This is an optimization exercise on Yosys and OpenROAD, whose aim is small area, a short achievable clock period and few clock cycles per item, not a production implementation.
At most, simulation tests tie the RTL to the original design; equivalence was not proved.
Only the layout flow was run in runs 1, 2, 4 and 5; the RTL was not checked for function there.

==> design/flow/design.v <==
`default_nettype none
package agpt_pkg;
  localparam int MEAS_W    = 16;
  localparam int CFG_W     = 16;
  localparam int CFG_IDX_W = 2;
  localparam int VAR_W     = 24;
  localparam int DEN_W     = VAR_W + 1;
  localparam int GAIN_W    = 17;
  localparam logic [CFG_IDX_W-1:0] CFG_PROCESS_NOISE = 2'd0;
  localparam logic [CFG_IDX_W-1:0] CFG_MEAS_NOISE    = 2'd1;
  localparam logic [CFG_IDX_W-1:0] CFG_VEL_GAIN      = 2'd2;
  localparam logic [CFG_W-1:0]  PROCESS_NOISE_RST = 16'd1024;
  localparam logic [CFG_W-1:0]  MEAS_NOISE_RST    = 16'd6400;
  localparam logic [CFG_W-1:0]  VEL_GAIN_RST      = 16'd19661;
  localparam logic [VAR_W-1:0]  VAR_RST   = 24'd256;
  localparam logic [VAR_W-1:0]  VAR_MAX   = 24'hFFFFFF;
endpackage
`default_nettype wire
`default_nettype none
module agpt_div #(
  parameter int W   = 25,
  parameter int NST = 2
) (
  input  wire logic [W-1:0]       rem_in,
  input  wire logic [W-1:0]       den,
  input  wire logic [W+1:0]       den3,
  output logic      [W-1:0]       rem_out,
  output logic      [2*NST-1:0]   q
);
  always_comb begin
    logic [W-1:0] r;
    logic [W+2:0] t1, t2, t3;
    r = rem_in;
    for (int i = NST - 1; i >= 0; i--) begin
      t1 = {1'b0, r, 2'b00} - {3'b000, den};
      t2 = {1'b0, r, 2'b00} - {2'b00, den, 1'b0};
      t3 = {1'b0, r, 2'b00} - {1'b0, den3};
      if (!t3[W+2]) begin
        r = t3[W-1:0];
        q[2*i +: 2] = 2'd3;
      end else if (!t2[W+2]) begin
        r = t2[W-1:0];
        q[2*i +: 2] = 2'd2;
      end else if (!t1[W+2]) begin
        r = t1[W-1:0];
        q[2*i +: 2] = 2'd1;
      end else begin
        r = {r[W-3:0], 2'b00};
        q[2*i +: 2] = 2'd0;
      end
    end
    rem_out = r;
  end
endmodule
module agpt_benc #(
  parameter int AW = 17,
  parameter int ND = (AW + 2) / 2
) (
  input  wire logic [AW-1:0]   a,
  output logic      [3*ND-1:0] d
);
  logic [2*ND:0] ax;
  assign ax = {{(2*ND-AW){1'b0}}, a, 1'b0};
  always_comb begin
    for (int j = 0; j < ND; j++) begin
      logic [2:0] g;
      g = ax[2*j +: 3];
      d[3*j]     = g[0] ^ g[1];
      d[3*j + 1] = (g == 3'b011) || (g == 3'b100);
      d[3*j + 2] = g[2] && !(g == 3'b111);
    end
  end
endmodule
module agpt_mul #(
  parameter int ND = 9,
  parameter int BW = 25,
  parameter int PW = 43
) (
  input  wire logic [3*ND-1:0]      d,
  input  wire logic signed [BW-1:0] b,
  input  wire logic [PW-1:0]        c,
  output logic      [PW-1:0]        p
);
  localparam int WW = BW + 1;              
  logic [PW-1:0]    rows [ND];
  logic [PW-1:0]    negs;
  logic [PW-1:0]    kc;
  always_comb begin
    kc   = '0;
    negs = '0;
    for (int j = 0; j < ND; j++) begin
      logic          one, two, neg;
      logic [WW-1:0] m;
      one  = d[3*j];
      two  = d[3*j + 1];
      neg  = d[3*j + 2];
      m    = one ? {b[BW-1], b} : (two ? {b, 1'b0} : '0);
      m    = neg ? ~m : m;
      rows[j] = '0;
      rows[j][2*j +: WW] = {~m[WW-1], m[WW-2:0]};
      negs[2*j] = neg;
      kc = kc - (PW'(1) << (WW - 1 + 2*j));
    end
  end
  always_comb begin
    p = c + kc + negs;
    for (int j = 0; j < ND; j++) p = p + rows[j];
  end
endmodule
`default_nettype wire
`default_nettype none
module alpha_gain_position_tracker (
  input  wire logic                 clk,
  input  wire logic                 rst_n,
  input  wire logic                 cfg_we,
  input  wire logic [1:0]           cfg_index,
  input  wire logic [15:0]          cfg_data,
  input  wire logic                 in_valid,
  output logic                      in_stall,
  input  wire logic [32:0]          in_data,
  output logic                      out_valid,
  input  wire logic                 out_stall,
  output logic [32:0]               out_data
);
  localparam int POS_W  = 24;
  localparam int STEP_W = 21;
  localparam int VAR_W  = 24;
  localparam int DEN_W  = 25;
  localparam int MB_W   = 25;           
  localparam int PW     = 18 + MB_W;    
  localparam int NIT    = 4;            
  localparam int CNT_W  = 2;
  localparam logic [2:0] T0 = 3'd0;
  localparam logic [2:0] T1 = 3'd1;
  localparam logic [2:0] T2 = 3'd2;
  localparam logic [2:0] T3 = 3'd3;
  localparam logic [2:0] T4 = 3'd4;
  localparam logic [2:0] T5 = 3'd5;
  localparam logic [2:0] TP = 3'd6;     
  localparam logic [1:0] V_IDLE = 2'd0;
  localparam logic [1:0] V_RUN  = 2'd1;
  localparam logic [1:0] V_DONE = 2'd2;
  function automatic logic signed [POS_W-1:0] sat_pos(input logic signed [POS_W+1:0] v);
    if ((&v[POS_W+1:POS_W-1]) || !(|v[POS_W+1:POS_W-1]))
      sat_pos = v[POS_W-1:0];
    else
      sat_pos = v[POS_W+1] ? {1'b1, {(POS_W-1){1'b0}}} : {1'b0, {(POS_W-1){1'b1}}};
  endfunction
  function automatic logic signed [STEP_W-1:0] sat_step(input logic signed [MB_W:0] v);
    if ((&v[MB_W:STEP_W-1]) || !(|v[MB_W:STEP_W-1]))
      sat_step = v[STEP_W-1:0];
    else
      sat_step = v[MB_W] ? {1'b1, {(STEP_W-1){1'b0}}} : {1'b0, {(STEP_W-1){1'b1}}};
  endfunction
  function automatic logic signed [15:0] to_port(input logic signed [POS_W-1:0] p);
    logic [15:0] h;
    logic        c;
    h = p[POS_W-1:8];
    c = p[7];
    for (int i = 0; i < 16; i++) begin
      to_port[i] = h[i] ^ c;
      c          = c & h[i];
    end
    if (!h[15] && to_port[15]) to_port = 16'h7FFF;
  endfunction
  logic [15:0]               pn_r, mn_r, vg_r;
  logic [2:0]                seq_r;
  logic                      seeded_r;
  logic                      epa_r;         
  logic signed [POS_W-1:0]   pos_r  [2];
  logic signed [STEP_W-1:0]  step_r [2];
  logic [VAR_W-1:0]          var_r;
  logic signed [MB_W-1:0]    mb_r;          
  logic signed [PW-1:0]      prod_r;
  logic                      out_valid_r;
  logic [1:0]                vst_r;
  logic [CNT_W-1:0]          vcnt_r;
  logic [DEN_W-1:0]          rem_r;
  logic [DEN_W-1:0]          den_r;
  logic [DEN_W+1:0]          den3_r;        
  logic [16:0]               q_r;           
  logic                      z_r;           
  logic                      det;
  logic signed [15:0]        meas_x, meas_y;
  logic                      out_free;
  logic                      frame_ps;      
  logic                      frame_c;       
  logic                      go_ps, go_c;
  logic                      early_p;
  assign det      = in_data[32];
  assign meas_x   = in_data[31:16];
  assign meas_y   = in_data[15:0];
  assign out_free = !out_valid_r || !out_stall;
  assign frame_ps = in_valid && (!det || !seeded_r);
  assign frame_c  = in_valid && det && seeded_r;
  assign go_ps    = (seq_r == T0) && frame_ps && out_free;
  assign go_c     = (seq_r == T0) && frame_c && out_free && (vst_r == V_DONE);
  assign early_p  = (seq_r >= T2) && in_valid && !det && !epa_r;
  assign in_stall = !(go_ps || (seq_r == T1));
  logic [16:0]               a_nx;
  logic [26:0]               a_enc;
  logic [26:0]               benc_r;
  logic signed [MB_W-1:0]    mul_b;
  logic signed [PW-1:0]      mul_c;
  logic signed [PW-1:0]      prod;
  always_comb begin
    if ((seq_r == T0 && go_c) || seq_r == T1) a_nx = q_r;
    else if (seq_r == T2 || seq_r == T3)      a_nx = {1'b0, vg_r};
    else                                      a_nx = {1'b0, mn_r};
    if (seq_r == T0) begin
      mul_b = MB_W'(q_r);
      mul_c = PW'(rem_r);
    end else begin
      mul_b = mb_r;
      mul_c = PW'(32768);
    end
  end
  agpt_benc #(.AW(17)) u_benc (
    .a (a_nx),
    .d (a_enc)
  );
  always_ff @(posedge clk) benc_r <= a_enc;
  agpt_mul #(.ND(9), .BW(MB_W), .PW(PW)) u_mul (
    .d (benc_r),
    .b (mul_b),
    .c (mul_c),
    .p (prod)
  );
  logic signed [MB_W-1:0]  prod_hi;    
  assign prod_hi = prod_r[MB_W+15:16];
  logic                      load_c;
  logic                      p_upd;
  logic [VAR_W-1:0]          vbase;
  logic [VAR_W:0]            vsum;
  logic [VAR_W-1:0]          vp;
  logic [DEN_W-1:0]          dsum;
  logic [DEN_W-1:0]          rem_nx;
  logic [3:0]                qbits;
  logic [DEN_W+1:0]          dsum3;
  assign load_c = (seq_r == T1);
  assign p_upd  = (go_ps && !epa_r) || early_p;
  assign vbase  = load_c ? prod_r[VAR_W+15:16] : var_r;
  assign vsum   = {1'b0, vbase} + (VAR_W+1)'(pn_r);
  assign vp     = vsum[VAR_W] ? {VAR_W{1'b1}} : vsum[VAR_W-1:0];
  assign dsum   = {1'b0, vp} + DEN_W'(mn_r);
  assign dsum3  = {1'b0, vp, 1'b0} + (DEN_W+1)'(vp) + (DEN_W+1)'({mn_r, 1'b0}) + (DEN_W+1)'(mn_r);
  agpt_div #(.W(DEN_W), .NST(2)) u_div (
    .rem_in  (rem_r),
    .den     (den_r),
    .den3    (den3_r),
    .rem_out (rem_nx),
    .q       (qbits)
  );
  always_ff @(posedge clk) begin
    if (!rst_n) begin
      var_r  <= agpt_pkg::VAR_RST;
      vst_r  <= V_IDLE;
      vcnt_r <= '0;
    end else if (cfg_we) begin
      vst_r  <= V_IDLE;
    end else if (load_c || (vst_r == V_IDLE && !p_upd)) begin
      if (load_c) var_r <= vbase;
      vst_r  <= V_RUN;
      vcnt_r <= '0;
    end else if (p_upd) begin
      var_r  <= vp;
      vst_r  <= V_IDLE;
    end else if (vst_r == V_RUN) begin
      vcnt_r <= vcnt_r + 1'b1;
      if (vcnt_r == CNT_W'(NIT - 1)) vst_r <= V_DONE;
    end
  end
  always_ff @(posedge clk) begin
    if (load_c || (vst_r == V_IDLE && !p_upd)) begin
      if (mn_r == '0) begin
        rem_r  <= '0;
        den_r  <= '1;
        den3_r <= '1;
        z_r    <= (vp != '0);
      end else begin
        rem_r  <= DEN_W'(vp);
        den_r  <= dsum;
        den3_r <= dsum3;
        z_r    <= 1'b0;
      end
    end else if (vst_r == V_RUN) begin
      rem_r <= rem_nx;
      q_r[15:0] <= {q_r[11:0], qbits};
      if (vcnt_r == CNT_W'(NIT - 1)) q_r[16] <= z_r;
    end
  end
  always_ff @(posedge clk) begin
    if (!rst_n) begin
      pn_r <= agpt_pkg::PROCESS_NOISE_RST;
      mn_r <= agpt_pkg::MEAS_NOISE_RST;
      vg_r <= agpt_pkg::VEL_GAIN_RST;
    end else if (cfg_we) begin
      case (cfg_index)
        2'd0: pn_r <= cfg_data;
        2'd1: mn_r <= cfg_data;
        2'd2: vg_r <= cfg_data;
        default: ;
      endcase
    end
  end
  always_ff @(posedge clk) begin
    if (!rst_n) begin
      seq_r       <= T0;
      seeded_r    <= 1'b0;
      epa_r       <= 1'b0;
      out_valid_r <= 1'b0;
      for (int i = 0; i < 2; i++) begin
        pos_r[i]  <= '0;
        step_r[i] <= '0;
      end
    end else begin
      if (out_valid_r && !out_stall) out_valid_r <= 1'b0;
      if (early_p) epa_r <= 1'b1;
      case (seq_r)
        T0: begin
          if (go_ps) begin
            epa_r <= 1'b0;
            if (det) begin
              pos_r[0]    <= POS_W'(meas_x) <<< 8;
              pos_r[1]    <= POS_W'(meas_y) <<< 8;
              step_r[0]   <= '0;
              step_r[1]   <= '0;
              seeded_r    <= 1'b1;
              out_valid_r <= 1'b1;
            end else begin
              pos_r[0]    <= upd_pos;
              seq_r       <= TP;
            end
          end else if (go_c) begin
            pos_r[0] <= upd_pos;
            seq_r    <= T1;
          end
        end
        TP: begin
          pos_r[1]    <= upd_pos;
          out_valid_r <= 1'b1;
          seq_r       <= T0;
        end
        T1: begin
          pos_r[1] <= upd_pos;
          seq_r    <= T2;
        end
        T2: begin
          pos_r[0] <= upd_pos;
          seq_r    <= T3;
        end
        T3: begin
          pos_r[1]    <= upd_pos;
          out_valid_r <= 1'b1;
          seq_r       <= T4;
        end
        T4: begin
          step_r[0] <= upd_step;
          seq_r     <= T5;
        end
        T5: begin
          step_r[1] <= upd_step;
          seq_r     <= T0;
        end
        default: seq_r <= T0;
      endcase
    end
  end
  logic signed [POS_W-1:0]   upd_a;
  logic signed [MB_W-1:0]    upd_b;
  logic signed [MB_W:0]      upd_sum;
  logic signed [POS_W-1:0]   upd_pos;
  logic signed [STEP_W-1:0]  upd_step;
  logic                      upd_y;
  always_comb begin
    upd_y = (seq_r == T1) || (seq_r == TP) || (seq_r == T3) || (seq_r == T5);
    if (seq_r == T4 || seq_r == T5) upd_a = upd_y ? POS_W'(step_r[1]) : POS_W'(step_r[0]);
    else                            upd_a = upd_y ? pos_r[1] : pos_r[0];
    if (seq_r == T0 || seq_r == T1 || seq_r == TP)
      upd_b = upd_y ? MB_W'(step_r[1]) : MB_W'(step_r[0]);
    else
      upd_b = prod_hi;
  end
  assign upd_sum  = (MB_W+1)'(upd_a) + (MB_W+1)'(upd_b);
  assign upd_pos  = sat_pos((POS_W+2)'(upd_sum));
  assign upd_step = sat_step(upd_sum);
  logic signed [15:0]        res_m;
  logic signed [MB_W-1:0]    resid;
  assign res_m = (seq_r == T1) ? meas_y : meas_x;
  assign resid = MB_W'((POS_W+1)'(res_m) <<< 8) - MB_W'(upd_pos);
  always_ff @(posedge clk) begin
    prod_r <= prod;
    case (seq_r)
      T0: begin
        mb_r <= resid;
      end
      T1: mb_r <= resid;
      T2: mb_r <= prod_hi;
      T3: mb_r <= prod_hi;
      default: ;
    endcase
  end
  assign out_valid = out_valid_r;
  assign out_data  = {to_port(pos_r[0]), to_port(pos_r[1]), seeded_r};
endmodule
`default_nettype wire
==> design/flow/run.sh <==
#!/bin/bash
# synth_recipe.tcl (not shown) runs the flow's synth.tcl, then flattens the netlist and writes it again
# the make line also repeats each setting of config.mk as NAME=value (left out here)
make -C /OpenROAD-flow-scripts/flow DESIGN_CONFIG=/design/flow/config.mk WORK_HOME=/design/flow/orfs CLKGATE_MAP_FILE= SYNTH_SCRIPT=/design/flow/synth_recipe.tcl finish
==> design/flow/config.mk <==
export PLATFORM = sky130hd
export DESIGN_NAME = alpha_gain_position_tracker
export DESIGN_NICKNAME = alpha_gain_position_tracker
export VERILOG_FILES = /design/flow/design.v
export SDC_FILE = /design/flow/constraint.sdc
export NUM_CORES = 4
export LEC_CHECK = 0
export CAP_MARGIN = 20
export CORE_MARGIN = 2
export CORE_UTILIZATION = 50
export SETUP_SLACK_MARGIN = 4.5
export SLEW_MARGIN = 20
==> design/flow/constraint.sdc <==
create_clock -name core_clock -period 10.5 [get_ports {clk}]
set_input_delay 2.1000 -clock core_clock [delete_from_list [all_inputs] [get_ports {clk}]]
set_output_delay 2.1000 -clock core_clock [all_outputs]
set_load 0.01 [all_outputs]
==> summary.txt, run 1 <==
Run status
  – Run status: complete, no violations

Critical path
  – Data arrival time of the critical path: 7.42 ns
  – CP Class: register to register
  – CP max stage delay: roughly 0.6 ns
  – Crit start category: register
  – Max FO, Critical Path: 13
  – CP required: approximately 11 ns
  – Worst path slowest cell: fa_1
  – Crit. End Element: register
  – Most used cell, CP: fa_1

Timing
  – Fmax: 144 MHz
  – Worst slew pin tran: roughly 1.2 ns
  – Slew Viols, Final: 0
  – Final setup fails: 0
  – Skew final: approximately 0.028 ns
  – Setup_tns: 0 ns
  – Rel. slew slack: between 10% and 20%
  – Final worst path period share: around two thirds
  – Hold_ws: 0.433 ns
  – RSZ-0062 raised after global routing: yes
  – Minimum clock period: 6.93 ns
  – Hold Fails Final Rpt: 0

Placed design
  – Number of port buffers: 90
  – Final HPWL DP: 107 mm
  – Placement Cell Area: 0.0427 mm2
  – GP Congestion: 0.936

Yosys
  – Number of synthesized flops with an enable pin: 119
  – Synth Warn #: 7
  – Net Count, Synth: around 5600
  – Mapped Avg Cell Area: a little over 8 um2
  – Mapped Cells: 4941
  – Share of the synthesized area in the top cell type: a little over an eighth
  – Seq/Total Area, Yosys: approximately 20%
  – Cell taking the most area after synthesis: ha_1
  – Ys flop type: dfxtp_1
  – Post-Synthesis Cell Area: 0.0405 mm2
  – Leading post-synthesis cells by cell area: ha_1, dfxtp_1, fa_1
  – Post-synthesis cell type count: 94
  – Number of synthesized register bits: 342
  – Async S/R FF share, synth: 0%

Detailed routing
  – Vias per cell: between 6 and 7
  – Vias after detailed routing: ~40000
  – Routed WL per cell: 24.4 um
  – First-pass DRT Iterations: 8
  – DRT Wirelength: roughly 160 mm
  – Antenna viol nets, final: 0
  – DRC Markers: 0
  – Initial DRC count: 3875

Clock network
  – Clk sinks: between 300 and 400
  – Clock slew at reported path FFs: ~0.06 ns
  – Hold-fix buffers at CTS: 0
  – Clock root cell: clkbuf_16
  – Clock network latency to the later pin of the worst-skew pair: 0.59 ns
  – CTS H-tree depth: 2
  – Longest Clk Path Bufs: 3
  – TritonCTS clock tree: done
  – Num CTS Buffers: 39

Global route
  – Grt met1 use: 50.5%
  – GRT overflow: 0
  – First-pass GRT wire length: 227 mm
  – Met2 global-route usage: 52.6%
  – Gr busiest metal: met2
  – Antenna violations before repair: 3
  – Met3 global-route usage: under 10%
  – All-Layer GR Usage: 35.5%
  – Largest net degree at the start of global routing: 90
  – Vias in the first global route: 36900

Floorplan
  – Initial Util: 50.4%
  – Core box area: 0.0804 mm2
  – Die width: 289 um
  – # rows: between 100 and 150
  – Top Ports: 91
  – DIE HEIGHT: 289 um
  – DIE AREA: 0.0833 mm2

Final layout
  – P&R area growth vs syn: 26.9%
  – Final instance area: approximately 0.05 mm2
  – Final #Nets: 5978
  – Share of cells above drive strength 1: 22.2%
  – Layout Utilization: 63.9%
  – Fillers: 6915

Min path
  – Hold WC Path Type: register to register

Flow run
  – Max cap viols: 0
[Yosys cell counts, types with 13 or more instances]
cell and instances:
nor2b_1 50, o21bai_1 28, a22o_1 17, o22ai_1 28
nand2b_1 82, xor2_1 219, and2_1 45, a21oi_1 371
inv_1 356, a2bb2oi_1 37, fa_1 213, o221ai_1 25
buf_1 29, mux2i_1 75, clkbuf_1 218, a22oi_1 233
o21a_1 49, buf_2 17, xnor2_1 225, nor2_1 333
o21ai_0 188, o31ai_1 13, a21o_1 129, o21ai_1 16
nand2_1 603, nor3_1 48, or3_1 18, edfxtp_1 119
o211ai_1 38, or2_2 17, a211oi_1 55, nand4_1 18
dfxtp_1 223, nand3_1 74, ha_1 424, a31oi_1 49
and3_1 45
[layer usage]
layer  part of all wire [%]  vias to the layer above
li1                       -                    18100
met1                     42                    19200
met2                     43                     2019
met3                    9.4                      400
met4                    5.4                        6
met5                  0.026                        -
[per-stage QoR]
stage                     worst slack [ns]  cells
final                                 3.57   6374
after global routing                  3.35   6373
after CTS                             3.80   6238
after detailed placement              1.99   5889
after global placement                2.12   5889
after floorplan                       3.73   4941
[placed cells by master (no fill, tap or decap), types with 128 or more instances in the layout]
cell and instances:
nand2_1 535, ha_1 325, fa_1 204, xnor2_1 212, a21oi_1 312, a21o_1 128, xor2_1 205, dfxtp_1 216
nor2_1 308, o21ai_0 129, buf_4 362, inv_1 323, a22oi_1 192
[flip-flops by register name (all words and copies together), names as in the netlist]
signal and cells:
mn_r 16, step_r 42, epa_r 1, benc_r 26
vg_r 16, mb_r 25, den3_r 26, den_r 25
seeded_r 1, out_valid_r 1, seq_r 3, vst_r 2
rem_r 25, prod_r 25, vcnt_r 2, pos_r 48
var_r 24, z_r 1, pn_r 16, q_r 17
[worst max-delay path, delay by kind of cell (launching register included)]
family / cells / cell delay (ns)
compound gates: 10 / 1.65
buf+inv: 5 / 0.73
xor+xnor: 2 / 0.30
flops: 1 / 0.36
simple gates: 5 / 0.83
fa+ha+maj: 6 / 2.96
[logic make-up after synthesis]
family                     count (synthesis)  synth area share (%)
muxes                                     90                  2.28
buffers and inverters                    633                  6.05
DFF                                      342                  19.8
xor gates and xnor gates                 444                  9.60
and+or+nand+nor                         1391                  15.6
AOI/OAI and AO/OA                       1404                  23.0
adders and majority gates                637                  23.6
[final cells by class]
class,count,area [um2],area share [%]
sequential,342,8060,15.7
timing repair buffer,558,5120,9.96
clock inverter,17,220,0.428
inverter,359,1370,2.66
antenna,1,2.50,0.00487
clock buffer,52,1070,2.09
tap,1060,1330,2.58
multi-input combinational,3984,34200,66.6
timing repair inverter,1,6.26,0.0122
[path summary, 6_finish.rpt]
path,slack (ns),startpoint,end,depth (start not counted)
max,3.57,seq_r[1],prod_r[40],28
min,0.43,z_r,q_r[16],0
max reg2reg,3.57,seq_r[1],prod_r[40],28
min reg2reg,0.43,z_r,q_r[16],0
[what timing repair did]
action,in CTS,in global routing
resized for setup,605,307
setup buffers,259,128
endpoints found under the setup margin,240,143
pin swaps,190,231
gates cloned,21,7
==> run 2, diff against run 1 <==
--- a/design/flow/design.v
+++ b/design/flow/design.v
@@ -23,18 +23,23 @@
 ) (
   input  wire logic [W-1:0]       rem_in,
   input  wire logic [W-1:0]       den,
-  input  wire logic [W+1:0]       den3,
   output logic      [W-1:0]       rem_out,
   output logic      [2*NST-1:0]   q
 );
   always_comb begin
     logic [W-1:0] r;
     logic [W+2:0] t1, t2, t3;
+    logic [W+2:0] a3, b3, c3, s3, k3;
     r = rem_in;
     for (int i = NST - 1; i >= 0; i--) begin
       t1 = {1'b0, r, 2'b00} - {3'b000, den};
       t2 = {1'b0, r, 2'b00} - {2'b00, den, 1'b0};
-      t3 = {1'b0, r, 2'b00} - {1'b0, den3};
+      a3 = {1'b0, r, 2'b10};
+      b3 = ~{2'b00, den, 1'b0};
+      c3 = ~{3'b000, den};
+      s3 = a3 ^ b3 ^ c3;
+      k3 = (a3 & b3) | (a3 & c3) | (b3 & c3);
+      t3 = s3 + {k3[W+1:0], 1'b0};
       if (!t3[W+2]) begin
         r = t3[W-1:0];
         q[2*i +: 2] = 2'd3;
@@ -140,6 +145,7 @@
   localparam logic [1:0] V_IDLE = 2'd0;
   localparam logic [1:0] V_RUN  = 2'd1;
   localparam logic [1:0] V_DONE = 2'd2;
+  localparam logic [1:0] V_LD2  = 2'd3;    
   function automatic logic signed [POS_W-1:0] sat_pos(input logic signed [POS_W+1:0] v);
     if ((&v[POS_W+1:POS_W-1]) || !(|v[POS_W+1:POS_W-1]))
       sat_pos = v[POS_W-1:0];
@@ -177,7 +183,6 @@
   logic [CNT_W-1:0]          vcnt_r;
   logic [DEN_W-1:0]          rem_r;
   logic [DEN_W-1:0]          den_r;
-  logic [DEN_W+1:0]          den3_r;        
   logic [16:0]               q_r;           
   logic                      z_r;           
   logic                      det;
@@ -200,20 +205,14 @@
   logic [16:0]               a_nx;
   logic [26:0]               a_enc;
   logic [26:0]               benc_r;
-  logic signed [MB_W-1:0]    mul_b;
   logic signed [PW-1:0]      mul_c;
   logic signed [PW-1:0]      prod;
   always_comb begin
     if ((seq_r == T0 && go_c) || seq_r == T1) a_nx = q_r;
     else if (seq_r == T2 || seq_r == T3)      a_nx = {1'b0, vg_r};
     else                                      a_nx = {1'b0, mn_r};
-    if (seq_r == T0) begin
-      mul_b = MB_W'(q_r);
-      mul_c = PW'(rem_r);
-    end else begin
-      mul_b = mb_r;
-      mul_c = PW'(32768);
-    end
+    if (seq_r == T0) mul_c = PW'(rem_r);
+    else             mul_c = PW'(32768);
   end
   agpt_benc #(.AW(17)) u_benc (
     .a (a_nx),
@@ -222,7 +221,7 @@
   always_ff @(posedge clk) benc_r <= a_enc;
   agpt_mul #(.ND(9), .BW(MB_W), .PW(PW)) u_mul (
     .d (benc_r),
-    .b (mul_b),
+    .b (mb_r),
     .c (mul_c),
     .p (prod)
   );
@@ -233,21 +232,26 @@
   logic [VAR_W-1:0]          vbase;
   logic [VAR_W:0]            vsum;
   logic [VAR_W-1:0]          vp;
-  logic [DEN_W-1:0]          dsum;
   logic [DEN_W-1:0]          rem_nx;
   logic [3:0]                qbits;
-  logic [DEN_W+1:0]          dsum3;
-  assign load_c = (seq_r == T1);
-  assign p_upd  = (go_ps && !epa_r) || early_p;
-  assign vbase  = load_c ? prod_r[VAR_W+15:16] : var_r;
-  assign vsum   = {1'b0, vbase} + (VAR_W+1)'(pn_r);
-  assign vp     = vsum[VAR_W] ? {VAR_W{1'b1}} : vsum[VAR_W-1:0];
-  assign dsum   = {1'b0, vp} + DEN_W'(mn_r);
-  assign dsum3  = {1'b0, vp, 1'b0} + (DEN_W+1)'(vp) + (DEN_W+1)'({mn_r, 1'b0}) + (DEN_W+1)'(mn_r);
+  logic                      ld_run;        
+  logic                      ld_idle;       
+  logic [VAR_W-1:0]          lbase;
+  logic [15:0]               lpn;
+  logic [DEN_W-1:0]          dsum;
+  assign load_c  = (seq_r == T1);
+  assign p_upd   = (go_ps && !epa_r) || early_p;
+  assign ld_idle = (vst_r == V_IDLE) && !p_upd && !load_c;
+  assign ld_run  = load_c || ((vst_r == V_LD2) && !p_upd);
+  assign vbase   = load_c ? prod_r[VAR_W+15:16] : var_r;
+  assign vsum    = {1'b0, vbase} + (VAR_W+1)'(pn_r);
+  assign vp      = vsum[VAR_W] ? {VAR_W{1'b1}} : vsum[VAR_W-1:0];
+  assign lbase   = load_c ? prod_r[VAR_W+15:16] : rem_r[VAR_W-1:0];
+  assign lpn     = load_c ? pn_r : 16'd0;
+  assign dsum    = DEN_W'(lbase) + DEN_W'(lpn) + DEN_W'(mn_r);
   agpt_div #(.W(DEN_W), .NST(2)) u_div (
     .rem_in  (rem_r),
     .den     (den_r),
-    .den3    (den3_r),
     .rem_out (rem_nx),
     .q       (qbits)
   );
@@ -258,29 +262,31 @@
       vcnt_r <= '0;
     end else if (cfg_we) begin
       vst_r  <= V_IDLE;
-    end else if (load_c || (vst_r == V_IDLE && !p_upd)) begin
+    end else if (ld_run) begin
       if (load_c) var_r <= vbase;
       vst_r  <= V_RUN;
       vcnt_r <= '0;
     end else if (p_upd) begin
       var_r  <= vp;
       vst_r  <= V_IDLE;
+    end else if (ld_idle) begin
+      vst_r  <= V_LD2;
     end else if (vst_r == V_RUN) begin
       vcnt_r <= vcnt_r + 1'b1;
       if (vcnt_r == CNT_W'(NIT - 1)) vst_r <= V_DONE;
     end
   end
   always_ff @(posedge clk) begin
-    if (load_c || (vst_r == V_IDLE && !p_upd)) begin
+    if (ld_idle) begin
+      rem_r <= DEN_W'(vp);
+    end else if (ld_run) begin
       if (mn_r == '0) begin
         rem_r  <= '0;
         den_r  <= '1;
-        den3_r <= '1;
-        z_r    <= (vp != '0);
+        z_r    <= load_c ? (vp != '0) : (rem_r != '0);
       end else begin
-        rem_r  <= DEN_W'(vp);
+        if (load_c) rem_r <= DEN_W'(vp);
         den_r  <= dsum;
-        den3_r <= dsum3;
         z_r    <= 1'b0;
       end
     end else if (vst_r == V_RUN) begin
@@ -385,21 +391,26 @@
   assign upd_pos  = sat_pos((POS_W+2)'(upd_sum));
   assign upd_step = sat_step(upd_sum);
   logic signed [15:0]        res_m;
+  logic signed [MB_W-1:0]    res_ns;
+  logic                      pp_ovf;
   logic signed [MB_W-1:0]    resid;
-  assign res_m = (seq_r == T1) ? meas_y : meas_x;
-  assign resid = MB_W'((POS_W+1)'(res_m) <<< 8) - MB_W'(upd_pos);
+  assign res_m  = (seq_r == T1) ? meas_y : meas_x;
+  assign res_ns = MB_W'($signed({res_m, 8'h00})) - MB_W'(upd_a) - MB_W'(upd_b);
+  assign pp_ovf = !((&upd_sum[MB_W:POS_W-1]) || !(|upd_sum[MB_W:POS_W-1]));
+  always_comb begin
+    if (!pp_ovf)           resid = res_ns;
+    else if (upd_sum[MB_W]) resid = {1'b0, ~res_m[15], res_m[14:0], 8'h00};   
+    else                    resid = {1'b1, ~res_m[15], res_m[14:0], 8'h01};   
+  end
   always_ff @(posedge clk) begin
     prod_r <= prod;
-    case (seq_r)
-      T0: begin
-        mb_r <= resid;
-      end
-      T1: mb_r <= resid;
-      T2: mb_r <= prod_hi;
-      T3: mb_r <= prod_hi;
-      default: ;
-    endcase
-  end
+    if (seq_r == T0 && go_c || seq_r == T1)
+      mb_r <= resid;
+    else if (seq_r == T2 || seq_r == T3)
+      mb_r <= prod_hi;
+    else if (vst_r == V_RUN && vcnt_r == CNT_W'(NIT - 1))
+      mb_r <= MB_W'({z_r, q_r[11:0], qbits});   
+ end
   assign out_valid = out_valid_r;
   assign out_data  = {to_port(pos_r[0]), to_port(pos_r[1]), seeded_r};
 endmodule
--- a/design/flow/config.mk
+++ b/design/flow/config.mk
@@ -8,5 +8,6 @@
 export CAP_MARGIN = 20
 export CORE_MARGIN = 2
 export CORE_UTILIZATION = 50
-export SETUP_SLACK_MARGIN = 4.5
+export SETUP_SLACK_MARGIN = 4.0
 export SLEW_MARGIN = 20
+export TNS_END_PERCENT = 10
==> run 2 against run 1 <==
- critical path type unchanged
- clock-buffer cell count fell by 5
- critical path depth did not move
- worst setup slack better by 0.33 ns
- global-route usage decreased by 0.072 points
==> summary.txt, run 2 <==
Detailed routing
  – Initial DRC count: 3938
  – DRT Wirelength: 154 mm
  – First-pass DRT Iterations: 6
  – Routed WL per cell: 24.6 um
  – Vias after detailed routing: 38900
  – Met2 Routed Length: ~67 mm
  – M1 wire length: 66.7 mm
  – DRC Markers: 0
  – Vias per cell: 6.20
  – Wire length on met3: 15.1 mm
  – Top sig layer: met4
  – Antenna viol nets, final: 0

Yosys
  – Mapped Avg Cell Area: just over 8 um2
  – Number of synthesized flops with an enable pin: 92
  – Post-synthesis cell type count: 95
  – Leading post-synthesis cells by cell area: fa_1, ha_1, dfxtp_1
  – Synth Warn #: 7
  – Net Count, Synth: about 5700
  – Synth cell count leaders: nand2_1, inv_1, ha_1
  – Share of the synthesized area in the top cell type: 13.0%
  – Post-Synthesis Cell Area: about 0.04 mm2
  – Count leader, synth: nand2_1
  – Cell taking the most area after synthesis: fa_1
  – Number of synthesized register bits: 316
  – Async S/R FF share, synth: 0%
  – Mapped Cells: between 4000 and 5000
  – Seq/Total Area, Yosys: 17.9%
  – Ys flop type: dfxtp_1

Critical path
  – Worst path slowest cell: fa_1
  – CP max stage delay: 0.58 ns
  – CP Class: register to register
  – Crit. End Element: register
  – Max FO, Critical Path: 10
  – Crit start category: register
  – Data arrival time of the critical path: between 6 and 7 ns
  – CP required: around 11 ns

Final layout
  – Number of flip-flops in the largest register: 48
  – Multi-input logic area: 0.0322 mm2
  – P&R area growth vs syn: 19.1%
  – Ant. Diodes: 0
  – Final Non-Filler Cells: 6282
  – FF/Latch Area: 0.00728 mm2
  – Commonest non-fill, non-tap cells in the layout: nand2_1, inv_1, ha_1
  – Commonest non-fill, non-tap cell in the layout: nand2_1
  – Share of cells above drive strength 1: around 14%
  – Largest regs: pos_r: 48 flops, step_r: 42 flops, benc_r: 26 flops
  – Largest Register: pos_r
  – Fillers: 7259
  – Final #Nets: 5905

Timing
  – Minimum clock period: 6.60 ns
  – Slew Viols, Final: 0
  – Skew final: between 0.02 and 0.025 ns
  – Fmax: 152 MHz
  – Final worst path period share: 62.9%
  – Setup_tns: 0 ns
  – Rel. slew slack: approximately a fifth
  – Worst slew pin tran: 1.20 ns
  – Final setup fails: 0
  – RSZ-0062 raised after global routing: yes
  – Hold Fails Final Rpt: 0

Clock network
  – Clock slew at reported path FFs: 0.07 ns
  – Longest Clk Path Bufs: 3
  – Clk sinks: 316
  – Num CTS Buffers: 38
  – CTS H-tree depth: 2
  – TritonCTS clock tree: done
  – Hold-fix buffers at CTS: 0
  – Clock network latency to the later pin of the worst-skew pair: approximately 0.57 ns
  – Clock root cell: clkbuf_16

Global route
  – Antenna violations before repair: 3
  – Vias in the first global route: 36200
  – First-pass GRT wire length: 225 mm
  – All-Layer GR Usage: 35.5%
  – GRT overflow: 0
  – Largest net degree at the start of global routing: 76

Floorplan
  – DIE AREA: 0.0832 mm2
  – # rows: roughly 100
  – Top Ports: around 90
  – Initial Util: 50.4%
  – DIE HEIGHT: 288 um
  – Core box area: between 0.08 and 0.09 mm2
  – Die width: between 200 and 300 um

Flow run
  – Max cap viols: 0

Placed design
  – Number of port buffers: 90
  – Final HPWL DP: 109 mm
  – GP Congestion: 0.981
  – Placed Cells: 5938

Min path
  – Hold WC Path Type: register to register

Run status
  – Run status: complete, no violations
==> run 2: cell count changes after synthesis, sizes merged, moves of 33 or more <==
cell,previous run,this run
o21ai,205,316
a22oi,233,136
a21oi,375,306
inv,359,423
nor2,336,274
nand2,603,657
fa,213,262
a21o,129,90
a221o,9,47
a2bb2oi,37,0
ha,424,389
mux2i,77,111
xor2,219,186
==> run 2: logic make-up (layout without fill, tap and decap cells) <==
logic type / after synthesis / count (layout) / share of synthesized area (%)
compound gates: 1365 / 1367 / 22.7
xor+xnor: 413 / 413 / 8.95
fa+ha+maj: 651 / 651 / 25.0
buf+inv: 699 / 939 / 6.66
flops: 316 / 316 / 17.9
mux: 113 / 113 / 2.80
simple gates: 1419 / 1423 / 15.9
==> run 2: final cells by class <==
| type | instances | area share [%] |
|---|---|---|
| clock inverters | 17 | 0.527 |
| well taps | 1060 | 2.75 |
| inverters | 424 | 3.44 |
| repair buffers | 451 | 9.15 |
| flip-flops and latches | 316 | 15.1 |
| multi-input cells | 3967 | 66.8 |
| clock buffers | 47 | 2.17 |
==> run 2: repair_timing <==
action | 4_1_cts | 5_1_grt
resized for setup | 167 | 261
pin swaps | 42 | 77
endpoints found under the setup margin | 114 | 118
setup buffers | 124 | 133
gates cloned | 8 | 15
==> run 2: through the flow <==
stage	hold WS (ns)	worst slack (ns)	util [%]	area [um2]
2_1_floorplan	0.424	4.02	-	40400
3_3_place_gp	0.438	2.15	52.7	42300
3_5_place_dp	0.447	2.01	52.7	42300
4_1_cts	0.461	3.76	56.8	45600
5_1_grt	0.468	3.70	60.0	48200
6_report	0.462	3.90	60.0	48200
==> run 2: path summary, 6_finish.rpt <==
check	start	end	slack, ns	depth (start not counted)
setup reg to reg	den_r[3]	rem_r[15]	3.90	28
hold reg to reg	pos_r[1][0]	pos_r[1][0]	0.46	2
setup / recovery	den_r[3]	rem_r[15]	3.90	28
hold / removal	pos_r[1][0]	pos_r[1][0]	0.46	2
==> run 2: metal layers <==
metal,global-route usage [%],vias up
li1,-,17900
met1,51.3,18800
met2,54.2,1995
met3,6.12,257
met4,9.95,0
met5,0,-
==> run 2: worst max-delay path: cells and delay by family, from the launching register on <==
kind | cells | cell delay (ns)
compound gates | 12 | 2.51
fa+ha+maj | 4 | 1.56
buf+inv | 8 | 1.18
simple gates | 4 | 0.61
flops | 1 | 0.43
==> run 3, diff against run 2 <==
--- a/design/flow/design.v
+++ b/design/flow/design.v
@@ -23,23 +23,18 @@
 ) (
   input  wire logic [W-1:0]       rem_in,
   input  wire logic [W-1:0]       den,
+  input  wire logic [W+1:0]       den3,
   output logic      [W-1:0]       rem_out,
   output logic      [2*NST-1:0]   q
 );
   always_comb begin
     logic [W-1:0] r;
     logic [W+2:0] t1, t2, t3;
-    logic [W+2:0] a3, b3, c3, s3, k3;
     r = rem_in;
     for (int i = NST - 1; i >= 0; i--) begin
       t1 = {1'b0, r, 2'b00} - {3'b000, den};
       t2 = {1'b0, r, 2'b00} - {2'b00, den, 1'b0};
-      a3 = {1'b0, r, 2'b10};
-      b3 = ~{2'b00, den, 1'b0};
-      c3 = ~{3'b000, den};
-      s3 = a3 ^ b3 ^ c3;
-      k3 = (a3 & b3) | (a3 & c3) | (b3 & c3);
-      t3 = s3 + {k3[W+1:0], 1'b0};
+      t3 = {1'b0, r, 2'b00} - {1'b0, den3};
       if (!t3[W+2]) begin
         r = t3[W-1:0];
         q[2*i +: 2] = 2'd3;
@@ -183,6 +178,7 @@
   logic [CNT_W-1:0]          vcnt_r;
   logic [DEN_W-1:0]          rem_r;
   logic [DEN_W-1:0]          den_r;
+  logic [DEN_W+1:0]          den3_r;        
   logic [16:0]               q_r;           
   logic                      z_r;           
   logic                      det;
@@ -239,6 +235,7 @@
   logic [VAR_W-1:0]          lbase;
   logic [15:0]               lpn;
   logic [DEN_W-1:0]          dsum;
+  logic [DEN_W+1:0]          dsum3;
   assign load_c  = (seq_r == T1);
   assign p_upd   = (go_ps && !epa_r) || early_p;
   assign ld_idle = (vst_r == V_IDLE) && !p_upd && !load_c;
@@ -249,9 +246,13 @@
   assign lbase   = load_c ? prod_r[VAR_W+15:16] : rem_r[VAR_W-1:0];
   assign lpn     = load_c ? pn_r : 16'd0;
   assign dsum    = DEN_W'(lbase) + DEN_W'(lpn) + DEN_W'(mn_r);
+  assign dsum3   = (DEN_W+2)'({lbase, 1'b0}) + (DEN_W+2)'(lbase)
+                 + (DEN_W+2)'({lpn, 1'b0}) + (DEN_W+2)'(lpn)
+                 + (DEN_W+2)'({mn_r, 1'b0}) + (DEN_W+2)'(mn_r);
   agpt_div #(.W(DEN_W), .NST(2)) u_div (
     .rem_in  (rem_r),
     .den     (den_r),
+    .den3    (den3_r),
     .rem_out (rem_nx),
     .q       (qbits)
   );
@@ -283,10 +284,12 @@
       if (mn_r == '0) begin
         rem_r  <= '0;
         den_r  <= '1;
+        den3_r <= '1;
         z_r    <= load_c ? (vp != '0) : (rem_r != '0);
       end else begin
         if (load_c) rem_r <= DEN_W'(vp);
         den_r  <= dsum;
+        den3_r <= dsum3;
         z_r    <= 1'b0;
       end
     end else if (vst_r == V_RUN) begin
--- a/design/flow/config.mk
+++ b/design/flow/config.mk
@@ -8,6 +8,5 @@
 export CAP_MARGIN = 20
 export CORE_MARGIN = 2
 export CORE_UTILIZATION = 50
-export SETUP_SLACK_MARGIN = 4.0
+export SETUP_SLACK_MARGIN = 4.5
 export SLEW_MARGIN = 20
-export TNS_END_PERCENT = 10
==> run 3 against run 2 <==
- final area grew 5.2%
- flip-flop and latch count grew 26
- area after synthesis grew 5.7%
- first-iteration DRC count grew 11%
==> summary.txt, run 3 <==
Yosys
  – Largest family of logic cells by synthesized area: adder cells
  – Async S/R FF share, synth: 0%
  – Mapped Avg Cell Area: 8.13 um2
  – Net Count, Synth: 6031
  – Number of synthesized register bits: around 340
  – Post-synthesis cell type count: 96
  – Synth cell count leaders: nand2_1, inv_1, ha_1
  – Leading post-synthesis cells by cell area: fa_1, ha_1, dfxtp_1
  – Count leader, synth: nand2_1
  – Mux share of post-synthesis cell area: 1.94%
  – Number of synthesized flops with an enable pin: 118
  – Share of the synthesized area in the top cell type: 13.0%
  – Mapped Cells: between 5000 and 6000
  – Cell taking the most area after synthesis: fa_1
  – Post-synthesis compound-gate area fraction: 22.1%
  – Adder-Cell Fraction of Synth Area: 25.9%
  – Post-Synthesis Cell Area: 0.0427 mm2
  – Synth Area in XOR/XNOR: 8.63%
  – Simple-gate area share of the yosys netlist: 16.0%
  – Synth Warn #: 7
  – Seq/Total Area, Yosys: between 10% and 20%
  – Ys flop type: dfxtp_1

Global route
  – All-Layer GR Usage: between 30% and 40%
  – First-pass GRT wire length: 231 mm
  – Vias in the first global route: around 37000
  – Largest net degree at the start of global routing: 85
  – GRT overflow: 0
  – Antenna violations before repair: 5

Clock network
  – Hold-fix buffers at CTS: 0
  – Clk sinks: 342
  – TritonCTS clock tree: done
  – Num CTS Buffers: 42
  – Longest Clk Path Bufs: 3
  – CTS H-tree depth: 2
  – Clock network latency to the later pin of the worst-skew pair: between 0.6 and 0.7 ns
  – Clock slew at reported path FFs: 0.06 ns
  – Clock root cell: clkbuf_16

Final layout
  – Commonest non-fill, non-tap cells in the layout: nand2_1, inv_1, ha_1
  – Largest Register: pos_r
  – Share of cells above drive strength 1: 15.3%
  – Final #Nets: 6231
  – P&R area growth vs syn: 18.5%
  – Largest regs: pos_r: 48 flops, step_r: 42 flops
  – Final instance area: just over 0.05 mm2
  – Commonest non-fill, non-tap cell in the layout: nand2_1
  – Final Non-Filler Cells: 6637
  – Number of flip-flops in the largest register: between 40 and 50

Critical path
  – WP buf/inv: 3
  – Data arrival time of the critical path: 3.94 ns
  – CP Depth: 20
  – Crit start category: register
  – Reg-to-reg critical path startpoint: benc_r[18]
  – CP required: 8.40 ns
  – Crit. End Element: output port
  – Max FO, Critical Path: 6
  – Worst r2r path cells: 25
  – CP max stage delay: 0.36 ns
  – Reg-to-Reg End: prod_r[38]
  – Worst path slowest cell: dfxtp_4
  – Most used cell, CP: ha_4
  – CP delay by family, top: adder cells
  – Crit path from: pos_r[1][7]
  – Crit path cell chain: ha_4 > ha_4 > ha_4 > ha_4 > ha_4 > ha_4 > ha_4 > ha_4 > ha_4 > ha_4 > ha_4 > ha_4 > ha_4 > ha_4 > ha_4 > nand2b_4 > buf_6 > buf_12 > nand2b_4 > buf_6
  – R2R Setup Slk: between 4 and 5 ns
  – CP endpoint: out_data[1]
  – CP Class: register to output port

Floorplan
  – Die width: slightly below 300 um
  – DIE AREA: ~0.088 mm2
  – Initial Util: between 50 and 60%
  – Top Ports: around 90
  – DIE HEIGHT: 296 um
  – # rows: 107
  – Core box area: 0.0849 mm2

Timing
  – Rel. slew slack: 27.5%
  – Fmax: about 170 MHz
  – Hold_ws: approximately 0.45 ns
  – Skew final: 0.0360 ns
  – Worst slew pin tran: 1.08 ns
  – Setup_tns: 0 ns
  – Minimum clock period: approximately 6 ns
  – RSZ-0062 raised after global routing: yes
  – Hold Fails Final Rpt: 0
  – Slew Viols, Final: 0
  – Final setup fails: 0
  – Final worst path period share: 57.5%

Detailed routing
  – Vias per cell: 6.06
  – Routed WL per cell: 23.6 um
  – First-pass DRT Iterations: 6
  – DRC Markers: 0
  – Antenna viol nets, final: 0
  – DRT Wirelength: 157 mm
  – Vias after detailed routing: 40200
  – Initial DRC count: 4377

Placed design
  – Placement Cell Area: around 0.045 mm2
  – GP Congestion: 0.968
  – Final HPWL DP: 114 mm
  – Number of port buffers: 90
  – Placed Cells: 6292

Min path
  – Hold WC Path Type: register to register
  – Hold Path Depth: 2

Run status
  – Run status: complete, no violations

Flow run
  – Max cap viols: 0
==> run 3: how the worst min path moves through the flow <==
stage | start | end
floorplan | pos_r[1][0] | pos_r[1][0]
CTS | var_r[7] | var_r[7]
global placement | pos_r[1][5] | pos_r[1][5]
global route | var_r[6] | var_r[6]
finish | var_r[14] | var_r[14]
detailed placement | var_r[7] | var_r[7]
==> run 3: cell type report <==
cell class | count | area [um2]
antenna | 4 | 10.0
clock buffer | 57 | 1180
clock inverter | 19 | 199
fill | 7825 | 34200
inverter | 476 | 1800
multi-input combinational | 4164 | 33900
sequential | 342 | 8100
tap | 1144 | 1430
timing repair buffer | 431 | 4030
==> run 3: timing repair <==
item,CTS,global route
setup buffers,172,78
hold endpoints to repair,0,0
setup endpoints to repair,218,194
pin swaps,59,107
cloned,11,4
gates resized for setup,402,250
==> run 3: cells by family after synthesis <==
logic type               after synthesis
multiplexers                          82
flip-flops                           342
XOR/XNOR                             421
AO/OA/AOI/OAI                       1419
AND/OR/NAND/NOR                     1519
adder cells (fa/ha/maj)              718
buffers and inverters                756
==> run 3: worst register-to-register path, delay by kind of cell, from the launching register on <==
family,cells,cell delay (ns)
adders and majority gates,6,2.65
xor gates and xnor gates,2,0.32
DFF,1,0.35
buffers and inverters,6,0.56
AOI/OAI and AO/OA,9,1.46
and+or+nand+nor,2,0.62
==> run 3: through the flow <==
step	utilization [%]	setup slack (ns)
floorplan	-	4.50
global placement	52.7	2.96
detailed placement	52.7	2.92
CTS	57.6	4.36
global route	59.7	4.26
finish	59.7	4.46
==> run 3: routing by layer <==
metal	routed length (um)	global-route usage [%]	up-vias	share of wire [%]
li1	-	-	18700	-
met4	5850	11.7	4	3.7
met2	65700	50.7	1962	42
met5	23	0	-	0.015
met3	15400	5.53	269	9.9
met1	69700	51.9	19300	44
Testbench counts of run 3, summed over its fixed seeds: cycles 18,130, frames 3,200.
==> run 4, diff against run 3 <==
--- a/design/flow/design.v
+++ b/design/flow/design.v
@@ -140,7 +140,7 @@
   localparam logic [1:0] V_IDLE = 2'd0;
   localparam logic [1:0] V_RUN  = 2'd1;
   localparam logic [1:0] V_DONE = 2'd2;
-  localparam logic [1:0] V_LD2  = 2'd3;    
+  localparam logic [1:0] V_FIX  = 2'd3;    
   function automatic logic signed [POS_W-1:0] sat_pos(input logic signed [POS_W+1:0] v);
     if ((&v[POS_W+1:POS_W-1]) || !(|v[POS_W+1:POS_W-1]))
       sat_pos = v[POS_W-1:0];
@@ -231,20 +231,22 @@
   logic [DEN_W-1:0]          rem_nx;
   logic [3:0]                qbits;
   logic                      ld_run;        
-  logic                      ld_idle;       
+  logic                      ld_fix;
+  logic                      ld_data;
   logic [VAR_W-1:0]          lbase;
   logic [15:0]               lpn;
   logic [DEN_W-1:0]          dsum;
   logic [DEN_W+1:0]          dsum3;
   assign load_c  = (seq_r == T1);
   assign p_upd   = (go_ps && !epa_r) || early_p;
-  assign ld_idle = (vst_r == V_IDLE) && !p_upd && !load_c;
-  assign ld_run  = load_c || ((vst_r == V_LD2) && !p_upd);
+  assign ld_fix  = (vst_r == V_FIX);
+  assign ld_data = load_c || vst_r == V_IDLE || ld_fix;
+  assign ld_run  = ld_data && !(p_upd && !load_c);
   assign vbase   = load_c ? prod_r[VAR_W+15:16] : var_r;
   assign vsum    = {1'b0, vbase} + (VAR_W+1)'(pn_r);
   assign vp      = vsum[VAR_W] ? {VAR_W{1'b1}} : vsum[VAR_W-1:0];
-  assign lbase   = load_c ? prod_r[VAR_W+15:16] : rem_r[VAR_W-1:0];
-  assign lpn     = load_c ? pn_r : 16'd0;
+  assign lbase   = load_c ? prod_r[VAR_W+15:16] : (var_r | {VAR_W{ld_fix}});
+  assign lpn     = ld_fix ? 16'd0 : pn_r;
   assign dsum    = DEN_W'(lbase) + DEN_W'(lpn) + DEN_W'(mn_r);
   assign dsum3   = (DEN_W+2)'({lbase, 1'b0}) + (DEN_W+2)'(lbase)
                  + (DEN_W+2)'({lpn, 1'b0}) + (DEN_W+2)'(lpn)
@@ -265,29 +267,25 @@
       vst_r  <= V_IDLE;
     end else if (ld_run) begin
       if (load_c) var_r <= vbase;
-      vst_r  <= V_RUN;
+      vst_r  <= (!load_c && !ld_fix && vsum[VAR_W] && mn_r != '0) ? V_FIX : V_RUN;
       vcnt_r <= '0;
     end else if (p_upd) begin
       var_r  <= vp;
       vst_r  <= V_IDLE;
-    end else if (ld_idle) begin
-      vst_r  <= V_LD2;
     end else if (vst_r == V_RUN) begin
       vcnt_r <= vcnt_r + 1'b1;
       if (vcnt_r == CNT_W'(NIT - 1)) vst_r <= V_DONE;
     end
   end
   always_ff @(posedge clk) begin
-    if (ld_idle) begin
-      rem_r <= DEN_W'(vp);
-    end else if (ld_run) begin
+    if (ld_data) begin
       if (mn_r == '0) begin
         rem_r  <= '0;
         den_r  <= '1;
         den3_r <= '1;
-        z_r    <= load_c ? (vp != '0) : (rem_r != '0);
+        z_r    <= (vp != '0);
       end else begin
-        if (load_c) rem_r <= DEN_W'(vp);
+        if (!ld_fix) rem_r <= DEN_W'(vp);
         den_r  <= dsum;
         den3_r <= dsum3;
         z_r    <= 1'b0;
--- a/design/flow/config.mk
+++ b/design/flow/config.mk
@@ -5,6 +5,7 @@
 export SDC_FILE = /design/flow/constraint.sdc
 export NUM_CORES = 4
 export LEC_CHECK = 0
+export ABC_AREA = 1
 export CAP_MARGIN = 20
 export CORE_MARGIN = 2
 export CORE_UTILIZATION = 50
==> run 4 against run 3 <==
- clock skew decreased by 0.0017 ns
- first-iteration DRC count is 29% higher
- die area rose by 7.4%
- critical endpoint is now in_stall
- largest cell class unchanged
==> summary.txt, run 4 <==
Run status
  – Run status: complete, no violations

Final layout
  – Commonest non-fill, non-tap cell in the layout: nand2_1
  – Share of cells above drive strength 1: 7.68%
  – Number of flip-flops in the largest register: 48
  – Largest regs: pos_r: 48 flops, step_r: 42 flops
  – Ant. Diodes: 0
  – Fillers: 9223
  – Final #Nets: 7490
  – Final instance area: between 0.05 and 0.06 mm2
  – Largest Register: pos_r
  – Commonest non-fill, non-tap cells in the layout: nand2_1, inv_1, o21ai_0
  – P&R area growth vs syn: 10.1%

Clock network
  – Clock network latency to the later pin of the worst-skew pair: 0.60 ns
  – Clock root cell: clkbuf_16
  – Longest Clk Path Bufs: 3
  – Clock slew at reported path FFs: approximately 0.050 ns
  – Clk sinks: around 340
  – TritonCTS clock tree: done
  – Hold-fix buffers at CTS: 0
  – Num CTS Buffers: 41
  – CTS H-tree depth: 2

Timing
  – Hold Fails Final Rpt: 0
  – Fmax: 167 MHz
  – Final worst path period share: 57.0%
  – Final setup fails: 0
  – Rel. slew slack: 25.8%
  – Skew final: between 0.03 and 0.04 ns
  – Slew Viols, Final: 0
  – Minimum clock period: 5.99 ns
  – Worst slew pin tran: 1.11 ns
  – Setup_tns: 0 ns
  – RSZ-0062 raised after global routing: yes

Detailed routing
  – Vias per cell: 5.80
  – Initial DRC count: 5660
  – Vias after detailed routing: around 46000
  – DRC Markers: 0
  – First-pass DRT Iterations: 6
  – Antenna viol nets, final: 0
  – Routed WL per cell: 21.7 um
  – DRT Wirelength: 172 mm

Placed design
  – Number of port buffers: 90
  – Final HPWL DP: 133 mm
  – Placement Cell Area: 0.0477 mm2
  – GP Congestion: about 1

Yosys
  – Number of synthesized register bits: 342
  – Mapped Cells: 6684
  – Count leader, synth: nand2_1
  – Leading post-synthesis cells by cell area: fa_1, ha_1, nand2_1
  – Cell taking the most area after synthesis: fa_1
  – Number of synthesized flops with an enable pin: 119
  – Synth Warn #: 7
  – Async S/R FF share, synth: 0%
  – Share of the synthesized area in the top cell type: 12.1%
  – Ys flop type: dfxtp_1
  – Seq/Total Area, Yosys: 17.5%
  – Post-synthesis cell type count: between 60 and 70
  – Net Count, Synth: approximately 7500
  – Mapped Avg Cell Area: about 7 um2
  – Post-Synthesis Cell Area: roughly 0.046 mm2
  – Synth cell count leaders: nand2_1, inv_1, o21ai_0

Critical path
  – Max FO, Critical Path: 6
  – Crit start category: primary input
  – CP Class: primary input to output port
  – Crit. End Element: output port
  – Data arrival time of the critical path: 3.89 ns
  – CP required: 8.40 ns

Floorplan
  – DIE HEIGHT: ~300 um
  – DIE AREA: 0.0944 mm2
  – Top Ports: 91
  – Core box area: 0.0914 mm2
  – Die width: 307 um
  – # rows: 111
  – Initial Util: 50.3%

Global route
  – First-pass GRT wire length: 257 mm
  – Vias in the first global route: 42700
  – Antenna violations before repair: 2
  – Largest net degree at the start of global routing: 75
  – GRT overflow: 0
  – All-Layer GR Usage: approximately 35%

Min path
  – Hold WC Path Type: register to register

Flow run
  – Max cap viols: 0
-- run 4: cell count changes after synthesis, moves of 70 or more --
cell / previous run / this run
nand2_1: 780 / 1443
inv_1: 472 / 1021
o21ai_0: 337 / 794
nand3_1: 75 / 323
a21oi_1: 313 / 532
xnor2_1: 220 / 89
a22oi_1: 125 / 10
xor2_1: 201 / 304
a21o_1: 131 / 32
nor2_1: 266 / 356
nand2b_1: 71 / 1
-- run 4: what timing repair did --
action	CTS	global route
resized for setup	206	157
endpoints found under the hold margin	0	0
buffers inserted	16	73
endpoints found under the setup margin	205	203
pin swaps	6	8
cloned	5	8
-- run 4: logic make-up after synthesis --
logic type	after synthesis	synth area share, %
XOR/XNOR	393	7.49
AO/OA/AOI/OAI	1580	18.5
AND/OR/NAND/NOR	2347	21.4
buffers and inverters	1296	10.9
multiplexers	8	0.174
flip-flops	342	17.5
adder cells (fa/ha/maj)	718	24.1
-- run 4: per-stage QoR --
stage	util [%]	hold WS, ns	cells	setup WS [ns]
after CTS	54.1	0.459	7853	4.47
after floorplan	-	0.427	6684	4.95
after detailed placement	52.2	0.450	7757	3.87
after global routing	55.4	0.476	7934	4.45
after global placement	52.1	0.446	7756	3.94
final	55.4	0.462	7934	4.51
-- run 4: final timing paths --
path / to / slack, ns / depth (start not counted) / start
worst min register to register: var_r[1] / 0.46 / 2 / var_r[1]
worst max-delay path: in_stall / 4.51 / 6 / in_data[32]
worst max register to register: prod_r[40] / 4.71 / 21 / seq_r[0]
worst min-delay path: var_r[1] / 0.46 / 2 / var_r[1]
-- run 4: critical path, stage by stage --
cell and delay (ns):
clkdlybuf4s50_1 0.71, nand2_1 0.12, inv_1 0.10, nor2_2 0.08, nor2_1 0.19, clkdlybuf4s50_1 0.58
-- run 4: area by class of cell --
class	instances	area (um2)	share of cell area (%)
multi-input cells	5052	33600	66.4
flip-flops and latches	342	8060	15.9
inverters	1046	4040	7.98
repair buffers	226	1950	3.86
well taps	1186	1480	2.93
clock buffers	55	1160	2.30
clock inverters	20	278	0.549
repair inverters	7	47.5	0.0939
-- run 4: routing by layer --
metal / global-route usage [%] / up-vias / wire [um]
met3: 5.82 / 302 / 17600
met1: 52.5 / 21600 / 76500
met5: 0 / - / 13
met4: 10.9 / 2 / 6050
met2: 52.2 / 2286 / 71800
li1: - / 21800 / -
==> run 5, diff against run 4 <==
--- a/design/flow/config.mk
+++ b/design/flow/config.mk
@@ -5,7 +5,6 @@
 export SDC_FILE = /design/flow/constraint.sdc
 export NUM_CORES = 4
 export LEC_CHECK = 0
-export ABC_AREA = 1
 export CAP_MARGIN = 20
 export CORE_MARGIN = 2
 export CORE_UTILIZATION = 50
==> run 5 against run 4 <==
- clock-buffer cell count shrank 1
- wire length shrank 9.0%
- highest routed layer unchanged
- final area grew 0.21%
- worst setup slack lost 0.17 ns
- non-clock buffer count grew 181
- synthesized cell count shrank 22%
- critical endpoint is now prod_r[40]
==> summary.txt, run 5 <==
Run status
  – Run status: complete, no violations

Yosys
  – Mapped Cells: 5235
  – Count leader, synth: nand2_1
  – Post-synthesis cell type count: 103
  – Post-Synthesis Cell Area: 0.0430 mm2
  – Number of synthesized register bits: 342
  – Share of the synthesized area in the top cell type: 12.9%
  – Cell taking the most area after synthesis: fa_1
  – Ys flop type: dfxtp_1
  – Async S/R FF share, synth: 0%
  – Seq/Total Area, Yosys: 18.7%
  – Synth cell count leaders: nand2_1, ha_1, inv_1
  – Synth Warn #: 7
  – Number of synthesized flops with an enable pin: 119
  – Leading post-synthesis cells by cell area: fa_1, ha_1, dfxtp_1
  – Mapped Avg Cell Area: 8.22 um2
  – Net Count, Synth: 6009

Detailed routing
  – Vias per cell: 6.13
  – DRC Markers: 0
  – Vias after detailed routing: 40300
  – Routed WL per cell: 23.8 um
  – Initial DRC count: 4478
  – First-pass DRT Iterations: 6
  – DRT Wirelength: 157 mm
  – Antenna viol nets, final: 0

Min path
  – Hold WC Path Type: register to register
  – HP Start: mn_r[3]

Critical path
  – R2R Setup Slk: 4.34 ns
  – Worst r2r path cells: 24
  – Crit path from: seq_r[0]
  – Reg-to-Reg End: prod_r[40]
  – Crit. End Element: register
  – Crit start category: register
  – Max FO, Critical Path: 27
  – CP required: 10.99 ns
  – Data arrival time of the critical path: 6.65 ns
  – Reg-to-reg critical path startpoint: seq_r[0]
  – CP Class: register to register
  – CP endpoint: prod_r[40]

Floorplan
  – DIE HEIGHT: 297 um
  – Top Ports: 91
  – Initial Util: 50.5%
  – # rows: 107
  – DIE AREA: 0.0884 mm2
  – Core box area: 0.0853 mm2
  – Die width: 297 um

Final layout
  – Largest regs: pos_r: 48 flops, step_r: 42 flops
  – Ant. Diodes: 0
  – Final #Nets: just over 6000
  – Largest Register: pos_r
  – Commonest non-fill, non-tap cells in the layout: nand2_1, inv_1, ha_1
  – FF/Latch Area: 0.00810 mm2
  – P&R area growth vs syn: 17.9%
  – Multi-input logic area: 0.0341 mm2
  – Commonest non-fill, non-tap cell in the layout: nand2_1
  – Share of cells above drive strength 1: 14.5%
  – Number of flip-flops in the largest register: 48
  – Final Non-Filler Cells: 6576
  – Fillers: 7820

Clock network
  – Longest Clk Path Bufs: 3
  – Clock slew at reported path FFs: roughly 0.060 ns
  – TritonCTS clock tree: done
  – Clk sinks: 342
  – CTS H-tree depth: 2
  – Hold-fix buffers at CTS: 0
  – Num CTS Buffers: 41
  – Clock network latency to the later pin of the worst-skew pair: about 0.58 ns
  – Clock root cell: clkbuf_16

Timing
  – Minimum clock period: 6.16 ns
  – Slew Viols, Final: 0
  – Setup_tns: 0 ns
  – Final setup fails: 0
  – RSZ-0062 raised after global routing: yes
  – Final worst path period share: 58.7%
  – Rel. slew slack: about a third
  – Hold Fails Final Rpt: 0
  – Skew final: 0.0331 ns
  – PnR worst setup slack: 4.34 ns
  – Fmax: 162 MHz
  – Worst slew pin tran: 1.01 ns

Flow run
  – Max cap viols: 0

Placed design
  – Final HPWL DP: between 100 and 150 mm
  – Setup WS pre-CTS: 2.92 ns
  – Placed Cells: 6267
  – Number of port buffers: 90
  – GP Congestion: 0.999

Global route
  – GRT overflow: 0
  – Largest net degree at the start of global routing: 69
  – All-Layer GR Usage: 34.0%
  – First-pass GRT wire length: 234 mm
  – Vias in the first global route: around 38000
  – Antenna violations before repair: 5
[run 5: layout make-up]
class | count | area share (%)
Multi-Input combinational cell | 4182 | 67.3
Sequential cell | 342 | 16.0
Timing Repair Buffer | 407 | 7.78
Inverter | 426 | 3.16
Tap cell | 1144 | 2.82
Clock buffer | 54 | 2.34
Clock inverter | 21 | 0.612
[run 5: timing repair]
item / 4_1_cts / 5_1_grt
pin swaps: 48 / 115
gates cloned: 14 / 7
endpoints found under the hold margin: 0 / 0
endpoints found under the setup margin: 204 / 160
setup buffers: 122 / 91
gates resized for setup: 373 / 249
[run 5: per-stage QoR]
step | instance area [um2] | hold WS, ns | util [%]
after floorplan | 43100 | 0.425 | -
final | 50700 | 0.453 | 59.5
after detailed placement | 45000 | 0.447 | 52.7
after global routing | 50700 | 0.471 | 59.5
after global placement | 45000 | 0.441 | 52.7
after CTS | 48700 | 0.455 | 57.1
[run 5: logic make-up after synthesis]
group	share of synthesized area, %
adder cells (fa/ha/maj)	25.7
XOR/XNOR	8.77
flip-flops	18.7
AND/OR/NAND/NOR	15.9
multiplexers	2.45
AO/OA/AOI/OAI	22.1
buffers and inverters	6.42
[run 5: worst max-delay path: stages, from the launching register on]
cell      delay, ns
dfxtp_4        0.36
buf_12         0.15
nor3_4         0.20
buf_8          0.25
and2_1         0.29
fa_1           0.50
fa_2           0.37
fa_1           0.48
fa_1           0.49
inv_1          0.05
fa_1           0.49
inv_2          0.05
ha_4           0.21
nand4_1        0.09
buf_4          0.12
a211oi_2       0.04
o311ai_4       0.35
a21oi_4        0.14
a21oi_4        0.23
o21ai_4        0.11
o41a_1         0.33
a31o_2         0.28
a21o_1         0.20
and2_4         0.16
o22ai_1        0.09
[run 5: worst min path at each step]
stage / to / slack, ns / cells past startpoint
global route: vg_r[15] / 0.47 / 2
detailed placement: mn_r[10] / 0.45 / 2
global placement: mn_r[2] / 0.44 / 2
floorplan: step_r[0][8] / 0.42 / 2
finish: mn_r[3] / 0.45 / 2
CTS: mn_r[10] / 0.46 / 2
[run 5: layer usage]
layer	track usage, %	wire length, um	vias to the layer above
li1	-	-	18700
met1	49.8	68900	19400
met2	51.8	68200	1963
met3	4.97	14500	261
met4	9.51	4880	6
met5	0	36	-

## what the ideal ports hide
The results above use ideal ports. As a check the final layouts listed here were re-extracted and re-timed, cells and wires unchanged.
Step 1 (the two cells are an assumption about what drives the block):
set clk [get_ports {clk}]
set_driving_cell -lib_cell sky130_fd_sc_hd__clkbuf_16 $clk
set_driving_cell -lib_cell sky130_fd_sc_hd__buf_2 [delete_from_list [all_inputs] $clk]
Step 2, shift: input delay + t, output delay - t, t = (earliest + latest rising clock arrival at the registers) / 2. This alone moves slack from input paths to output paths.
Slacks: ideal ports / drivers / drivers and shift; pairs: ideal ports / drivers.
| run | t (ns) | setup slack, ns | latest minus earliest clock arrival (ns) | worst register clock-pin slew, ns | worst slew at a driven data input, ns |
|---|---|---|---|---|---|
| run 1 | 0.643 | 3.569 / 3.569 / 3.569 | 0.028 / 0.028 | 0.07 / 0.07 | 0.05 |
| run 2 | 0.629 | 3.900 / 3.851 / 3.900 | 0.024 / 0.025 | 0.08 / 0.08 | 0.04 |
| run 3 | 0.653 | 4.461 / 4.396 / 4.108 | 0.036 / 0.036 | 0.07 / 0.07 | 0.09 |
| run 4 | 0.651 | 4.510 / 4.481 / 4.136 | 0.035 / 0.034 | 0.07 / 0.07 | 0.05 |
| run 5 | 0.629 | 4.337 / 4.337 / 4.288 | 0.033 / 0.033 | 0.07 / 0.07 | 0.08 |
After both steps every run listed still meets setup and hold. The setup slack of run 4, which loses most, moves by -0.029 ns with the drivers and by -0.374 ns with both steps.
